Source: an optimization exercise on an open RTL-to-GDS flow (aim: a short achievable clock period). Production flows keep margins and buffers that such runs may drop.
In this exercise RTL edits were held to simulation tests only and were not proved equivalent to the original.
No activity file was given, so power comes from the tool's default toggle rates.

[run.sh]
#!/bin/bash
# synth_recipe.tcl (not shown) runs the flow's synth.tcl, then flattens the netlist and writes it again
# the make line also repeats each setting of config.mk as NAME=value (left out here)
make -C /OpenROAD-flow-scripts/flow DESIGN_CONFIG=/design/flow/config.mk WORK_HOME=/design/flow/orfs CLKGATE_MAP_FILE= SYNTH_SCRIPT=/design/flow/synth_recipe.tcl finish
[config.mk]
export PLATFORM = sky130hd
export DESIGN_NAME = rv_decode_top
export DESIGN_NICKNAME = rv_decode_top
export VERILOG_FILES = /design/flow/design.v
export SDC_FILE = /design/flow/constraint.sdc
export NUM_CORES = 4
export LEC_CHECK = 0
export CAP_MARGIN = 20
export CORE_MARGIN = 2
export CORE_UTILIZATION = 40
export SLEW_MARGIN = 20
[constraint.sdc]
create_clock -name core_clock -period 3.8 [get_ports {clk}]
set_input_delay 0.7600 -clock core_clock [delete_from_list [all_inputs] [get_ports {clk}]]
set_output_delay 0.7600 -clock core_clock [all_outputs]
set_load 0.01 [all_outputs]
[design.v]
package rv_decode_pkg;
	typedef logic [32-1:0] word_t;
	typedef logic [$clog2(32)-1:0] reg_idx_t;
	typedef logic [9:0] mod_t;  
	typedef struct packed {
		logic lui;
		logic auipc;
		logic jal;
		logic jalr;
		logic branch;
		logic load;
		logic store;
		logic arlog_imm;
		logic arlog;
		logic misc_mem;
		logic system;
	} inst_class_t;
	typedef struct packed {
		word_t pc;
		word_t inst;
	} fetch_pkt_t;
	typedef struct packed {
		word_t       pc;
		inst_class_t cls;
		logic        illegal;
		reg_idx_t    rd;
		reg_idx_t    rs1;
		reg_idx_t    rs2;
		mod_t        mod;
		word_t       imm;
	} decode_pkt_t;
	typedef struct packed {
		word_t       pc;
		inst_class_t cls;
		logic        illegal;
		reg_idx_t    rd;
		mod_t        mod;
		word_t       op_a;
		word_t       op_b;
		word_t       store_data;
	} issue_pkt_t;
endpackage
`timescale 1ns/1ps
module rv_decode_top
(
	input  logic        clk,
	input  logic        rst,
	input  logic        in_valid,
	input  logic [31:0] in_pc,
	input  logic [31:0] in_inst,
	input  logic        wb_en,
	input  logic [4:0]  wb_rd,
	input  logic [31:0] wb_data,
	output logic        out_valid,
	output logic [31:0] out_pc,
	output logic [10:0] out_cls,
	output logic        out_illegal,
	output logic [4:0]  out_rd,
	output logic [9:0]  out_mod,
	output logic [31:0] out_op_a,
	output logic [31:0] out_op_b,
	output logic [31:0] out_store_data
);
	logic        v1;
	logic [31:0] pc1;
	logic [31:0] ir1;
	logic [31:1] rs1_oh1;
	logic [31:1] rs2_oh1;
	logic [31:1] w_oh1;
	logic [31:0] w_data1;
	logic        rst1;
	always_ff @(posedge clk) begin
		if (rst) begin
			v1 <= 1'b0;
		end else begin
			v1 <= in_valid;
		end
	end
	always_ff @(posedge clk) begin
		rst1    <= rst;
		pc1     <= in_pc;
		ir1     <= in_inst;
		w_data1 <= wb_data;
		for (int i = 1; i < 32; i++) begin
			rs1_oh1[i] <= (in_inst[19:15] == i[4:0]);
			rs2_oh1[i] <= (in_inst[24:20] == i[4:0]);
			w_oh1[i]   <= wb_en && !rst && (wb_rd == i[4:0]);
		end
	end
	logic [31:0] regs [1:31];
	always_ff @(posedge clk) begin
		for (int i = 1; i < 32; i++) begin
			if (rst1) begin
				regs[i] <= '0;
			end else if (w_oh1[i]) begin
				regs[i] <= w_data1;
			end
		end
	end
	logic [31:0] rf1;
	logic [31:0] rf2;
	logic        w_hit1;
	logic        w_hit2;
	always_comb begin
		rf1 = '0;
		rf2 = '0;
		for (int i = 1; i < 32; i++) begin
			rf1 = rf1 | ({32{rs1_oh1[i]}} & regs[i]);
			rf2 = rf2 | ({32{rs2_oh1[i]}} & regs[i]);
		end
	end
	assign w_hit1 = |(w_oh1 & rs1_oh1);
	assign w_hit2 = |(w_oh1 & rs2_oh1);
	logic [31:0] r1_w;
	logic [31:0] r2_w;
	assign r1_w = w_hit1 ? w_data1 : rf1;
	assign r2_w = w_hit2 ? w_data1 : rf2;
	logic [6:0]  opcode;
	logic [2:0]  funct3;
	logic [6:0]  funct7;
	logic [4:0]  rs1_idx;
	logic [4:0]  rs2_idx;
	rv_decode_pkg::inst_class_t cls;
	logic [9:0]  mod;
	logic [31:0] imm;
	logic        use_imm;
	logic        use_pc;
	logic        use_r1;
	assign opcode  = ir1[6:0];
	assign funct3  = ir1[14:12];
	assign funct7  = ir1[31:25];
	assign rs1_idx = ir1[19:15];
	assign rs2_idx = ir1[24:20];
	always_comb begin
		cls = '0;
		case (opcode)
			7'b0110111:       cls.lui       = 1'b1;
			7'b0010111:     cls.auipc     = 1'b1;
			7'b1101111:       cls.jal       = 1'b1;
			7'b1100111:      cls.jalr      = 1'b1;
			7'b1100011:    cls.branch    = 1'b1;
			7'b0000011:      cls.load      = 1'b1;
			7'b0100011:     cls.store     = 1'b1;
			7'b0010011: cls.arlog_imm = 1'b1;
			7'b0110011:     cls.arlog     = 1'b1;
			7'b0001111:  cls.misc_mem  = 1'b1;
			7'b1110011:    cls.system    = 1'b1;
			default:        cls           = '0;
		endcase
	end
	always_comb begin
		mod      = '0;
		mod[2:0] = funct3;
		if (cls.arlog || (cls.arlog_imm && funct3[1:0] == 2'b01)) begin
			mod[9:3] = funct7;
		end
	end
	always_comb begin
		imm = '0;
		if (cls.lui || cls.auipc) begin
			imm = {ir1[31:12], 12'b0};
		end else if (cls.jal) begin
			imm = {{12{ir1[31]}}, ir1[19:12], ir1[20], ir1[30:21], 1'b0};
		end else if (cls.jalr || cls.load || cls.arlog_imm) begin
			imm = {{20{ir1[31]}}, ir1[31:20]};
		end else if (cls.store) begin
			imm = {{20{ir1[31]}}, ir1[31:25], ir1[11:7]};
		end
	end
	assign use_imm = cls.lui | cls.auipc | cls.jal | cls.jalr | cls.load
		| cls.store | cls.arlog_imm;
	assign use_pc  = cls.auipc | cls.jal;
	assign use_r1  = ~(cls.auipc | cls.jal | cls.lui);
	logic        v2;
	logic [31:0] pc2;
	rv_decode_pkg::inst_class_t cls2;
	logic        ill2;
	logic [4:0]  rd2;
	logic [9:0]  mod2;
	logic [31:0] a2;
	logic [31:0] b2;
	logic [31:0] sd2;
	logic        fa2;
	logic        fb2;
	logic        fsd2;
	logic [4:0]  rs1_2;
	logic [4:0]  rs2_2;
	logic        fa1;
	logic        fb1;
	logic        fsd1;
	logic        hit1_in;
	logic        hit2_in;
	logic [31:0] a_pre;
	logic [31:0] b_pre;
	assign hit1_in = wb_en && (wb_rd == rs1_idx);
	assign hit2_in = wb_en && (wb_rd == rs2_idx);
	assign fa1  = use_r1 && (rs1_idx != '0);
	assign fb1  = !use_imm && (rs2_idx != '0);
	assign fsd1 = (rs2_idx != '0);
	always_comb begin
		if (use_pc) begin
			a_pre = pc1;
		end else if (cls.lui) begin
			a_pre = '0;
		end else begin
			a_pre = r1_w;
		end
	end
	assign b_pre = use_imm ? imm : r2_w;
	always_ff @(posedge clk) begin
		if (rst) begin
			v2 <= 1'b0;
		end else begin
			v2 <= v1;
		end
	end
	always_ff @(posedge clk) begin
		pc2   <= pc1;
		cls2  <= cls;
		ill2  <= ~|cls;
		rd2   <= ir1[11:7];
		mod2  <= mod;
		a2    <= (fa1 && hit1_in) ? wb_data : a_pre;
		b2    <= (fb1 && hit2_in) ? wb_data : b_pre;
		sd2   <= (fsd1 && hit2_in) ? wb_data : r2_w;
		fa2   <= fa1;
		fb2   <= fb1;
		fsd2  <= fsd1;
		rs1_2 <= rs1_idx;
		rs2_2 <= rs2_idx;
	end
	logic hit1_out;
	logic hit2_out;
	assign hit1_out = wb_en && (wb_rd == rs1_2);
	assign hit2_out = wb_en && (wb_rd == rs2_2);
	always_ff @(posedge clk) begin
		if (rst) begin
			out_valid <= 1'b0;
		end else begin
			out_valid <= v2;
		end
	end
	always_ff @(posedge clk) begin
		out_pc         <= pc2;
		out_cls        <= cls2;
		out_illegal    <= ill2;
		out_rd         <= rd2;
		out_mod        <= mod2;
		out_op_a       <= (fa2 && hit1_out) ? wb_data : a2;
		out_op_b       <= (fb2 && hit2_out) ? wb_data : b2;
		out_store_data <= (fsd2 && hit2_out) ? wb_data : sd2;
	end
endmodule
==> results.py <==
metrics = {
    "run_status": {
        "outcome": "finished clean",
    },
    "global_routing": {
        "grt_pass1_wl_microns": 396000,
        "grt_usage_pct": 36.0,
        "first_global_vias": 50700,
        "grt_max_degree": 126,
        "antenna_found_initial": 17,
        "grt-ovfl-total": 0,
    },
    "drt": {
        "initialDrtViolationCount": 10700,
        "ant_nets": 0,
        "drc_errors": 0,
        "vias": 54700,
        "wl_per_cell_microns": 35.0,
        "vias_per_cell": 6.65,
        "firstDrtPassIters": 11,
        "wl_microns": 288000,
    },
    "timing": {
        "post-route-min-period_ns": 3.19,
        "max_slew_margin_pct": 14.3,
        "drv_slew": 0,
        "setup_violations": 0,
        "period_share_pct": 84.0,
        "fin_setup_tns_ns": 0,
        "skew_ns": 0.0311,
        "fmax_mhz": 313,
        "rsz0062_at_grt": "no",
        "worst_pin_slew_ns": 1.29,
        "hold_violations": 0,
    },
    "clocking": {
        "cts_hold_buf": 0,
        "cts_sinks": 1508,
        "htreeDepth": 4,
        "postCtsSetupRepairBufs": 0,
        "cts_tree": "built",
        "clkSlewWorstSetupHoldPaths_ns": 0.07,
        "clk_latency_ns": 0.82,
        "root_buffer": "clkbuf_16",
        "cts_buffers": 152,
        "cts.path.max_buffers": 3,
        "cts-resized-gates": 0,
    },
    "cells_and_area": {
        "nFillCells": 14100,
        "largest_reg_flops": 992,
        "final_common_cell": "dfxtp_1",
        "mostFrequentLayoutCells": "dfxtp_1, nor2_1, mux2i_1",
        "area_growth_pct": 16.0,
        "drive_gt1_share_pct": 10.6,
        "fin_nets": 6200,
        "regMostFlops": "regs",
        "final_cells": 8233,
    },
    "synth": {
        "ys_seq_area_share_pct": 49.9,
        "synthCells": 6125,
        "synth.distinct_cells": 46,
        "avgSynthCellArea_sq_um": 9.88,
        "synth_edf_count": 0,
        "synth-seq-cells": 1508,
        "synth_area_sq_um": 60500,
        "synth_ff_type": "dfxtp_1",
        "syn-num-nets": 6230,
        "yosys_warnings": 2,
        "postSynth.asyncResetShare_pct": 0,
    },
    "placement": {
        "hpwl_microns": 163000,
        "portBuffers": 260,
        "gp_congestion": 0.960,
        "place_inst": 7957,
    },
    "critical_path": {
        "rr_startpoint": "rs2_oh1[1]",
        "required_ns": 4.42,
        "crit_path_start": "rs2_oh1[1]",
        "startpoint_type": "flip-flop",
        "critPathArrivalTime_ns": 3.81,
        "end_kind": "flip-flop",
        "crit_fanout": 27,
        "critPathKind": "flip-flop to flip-flop",
    },
    "min_path": {
        "hold_start": "pc2[2]",
        "min_path_type": "flip-flop to flip-flop",
    },
    "power_and_ir_drop": {
        "power_w": 0.0331,
        "ir_drop_mv": 0.505,
        "leakagePower_nw": 24.2,
        "powerDensity_nw_per_um2": 472,
    },
    "floorplan": {
        "placement_rows": 142,
        "dieHeight_microns": 393,
        "dieArea_sq_um": 154000,
        "initial_utilization_pct": 40.3,
        "core_sq_um": 150000,
        "die_w_microns": 393,
        "ios": 261,
    },
    "job": {
        "maxCapViolCount": 0,
    },
}
-- where the power goes --
part / switching, W / internal (W)
sequential: 0.000261 / 0.0160
clock: 0.00662 / 0.00877
combinational: 0.00100 / 0.000453
-- path summary, 6_finish.rpt --
check,to,slack [ns],cells past startpoint
hold / removal,out_pc[2],0.32,0
setup / recovery,b2[27],0.61,7
setup reg to reg,b2[27],0.61,7
hold reg to reg,out_pc[2],0.32,0
-- layer usage --
layer / track usage [%] / routed length, microns / vias to the layer above
met3: 16.5 / 46900 / 1552
met2: 50.3 / 113000 / 4918
met4: 22.7 / 23300 / 38
met1: 44.3 / 105000 / 26000
met5: 1.47 / 441 / -
li1: - / - / 22200
-- synth_stat cells (4+ instances only) --
| cell type | count | area share (%) |
|---|---|---|
| nand2_1 | 86 | 0.53 |
| nand2b_1 | 13 | 0.13 |
| nor2_1 | 1084 | 6.7 |
| or4_1 | 66 | 0.82 |
| o21ai_1 | 7 | 0.058 |
| o21a_1 | 11 | 0.14 |
| dfxtp_1 | 1508 | 50 |
| nand3b_1 | 6 | 0.074 |
| nor2b_1 | 6 | 0.062 |
| mux2_2 | 96 | 1.8 |
| a221oi_1 | 71 | 1.0 |
| a222oi_1 | 66 | 1.1 |
| nand3_1 | 138 | 1.1 |
| inv_1 | 7 | 0.043 |
| nand4_1 | 135 | 1.4 |
| buf_2 | 13 | 0.11 |
| or2_2 | 4 | 0.041 |
| xnor2_1 | 8 | 0.12 |
| mux2i_1 | 1056 | 17 |
| a22oi_1 | 825 | 10 |
| o21ai_0 | 72 | 0.60 |
| or3_1 | 6 | 0.062 |
| clkbuf_1 | 595 | 3.7 |
| xor2_1 | 12 | 0.17 |
| a22o_1 | 68 | 0.98 |
| nor3_1 | 44 | 0.36 |
| a21oi_1 | 19 | 0.16 |
| a31oi_1 | 11 | 0.11 |
| o221ai_1 | 8 | 0.12 |
| and2_0 | 4 | 0.041 |
| and2_1 | 8 | 0.083 |
| buf_1 | 40 | 0.25 |
| o2111ai_1 | 8 | 0.12 |
| buf_6 | 4 | 0.074 |
-- critical path, cell delays in order, from the launching register on --
cell and delay, ns:
dfxtp_2 0.49, a22o_1 0.32, a221oi_2 0.19, nand3_1 0.09
or4_2 1.14, buf_4 0.32, mux2i_1 0.25, a31oi_1 0.16
-- cell families (layout without fill, tap and decap cells) --
family	Yosys count	count (layout)	share of synthesized area [%]
compound gates	1173	1173	14.7
xor+xnor	20	20	0.290
buf+inv	660	747	4.17
flops	1508	1508	49.9
mux	1152	1152	19.3
other cells	0	5	0
simple gates	1612	1612	11.6
-- cell type report --
class                           instances  area [sq um]  share of cell area (%)
Antenna cell                            5          12.5                  0.0178
Clock buffer                          215          4410                    6.28
Clock inverter                         56           604                   0.861
Inverter                                7          26.3                  0.0374
Multi-Input combinational cell       3957         27800                    39.7
Sequential cell                      1508         30400                    43.3
Tap cell                             2016          2520                    3.59
Timing Repair Buffer                  469          4380                    6.25
-- metrics by stage --
| stage | hold slack (ns) | utilization [%] | area, sq um | worst slack [ns] |
|---|---|---|---|---|
| 2_1_floorplan | 0.310 | - | 60500 | 1.35 |
| 3_3_place_gp | 0.310 | 43.4 | 65200 | 0.551 |
| 3_5_place_dp | 0.312 | 43.4 | 65200 | 0.530 |
| 4_1_cts | 0.322 | 46.8 | 70200 | 0.673 |
| 5_1_grt | 0.326 | 46.8 | 70200 | 0.582 |
| 6_report | 0.317 | 46.8 | 70200 | 0.610 |

-- what the ideal ports hide --
How much do the figures lean on ideal ports? The routed layout below was timed once more, with nothing changed but the port constraints. Step 1, drivers: a clkbuf_16 drives clk and a buf_2 each remaining input, both assumed. Step 2 adds t to the input delays and takes it off the output delays; t is the mean of the earliest and latest rising clock arrival at the registers after step 1. Input paths then give back, and output paths get back, about the clock's delay inside the block. Three values: ideal, step 1, step 2; two values: the first two.
shift t [ns]: 0.891
setup slack, ns: 0.610 / 0.610 / 0.437
cell pins on the clock port's net: 1
After both steps setup and hold are still met in this run. For this run, drivers alone change the setup slack by 0.000 ns; drivers and shift together by -0.173 ns.
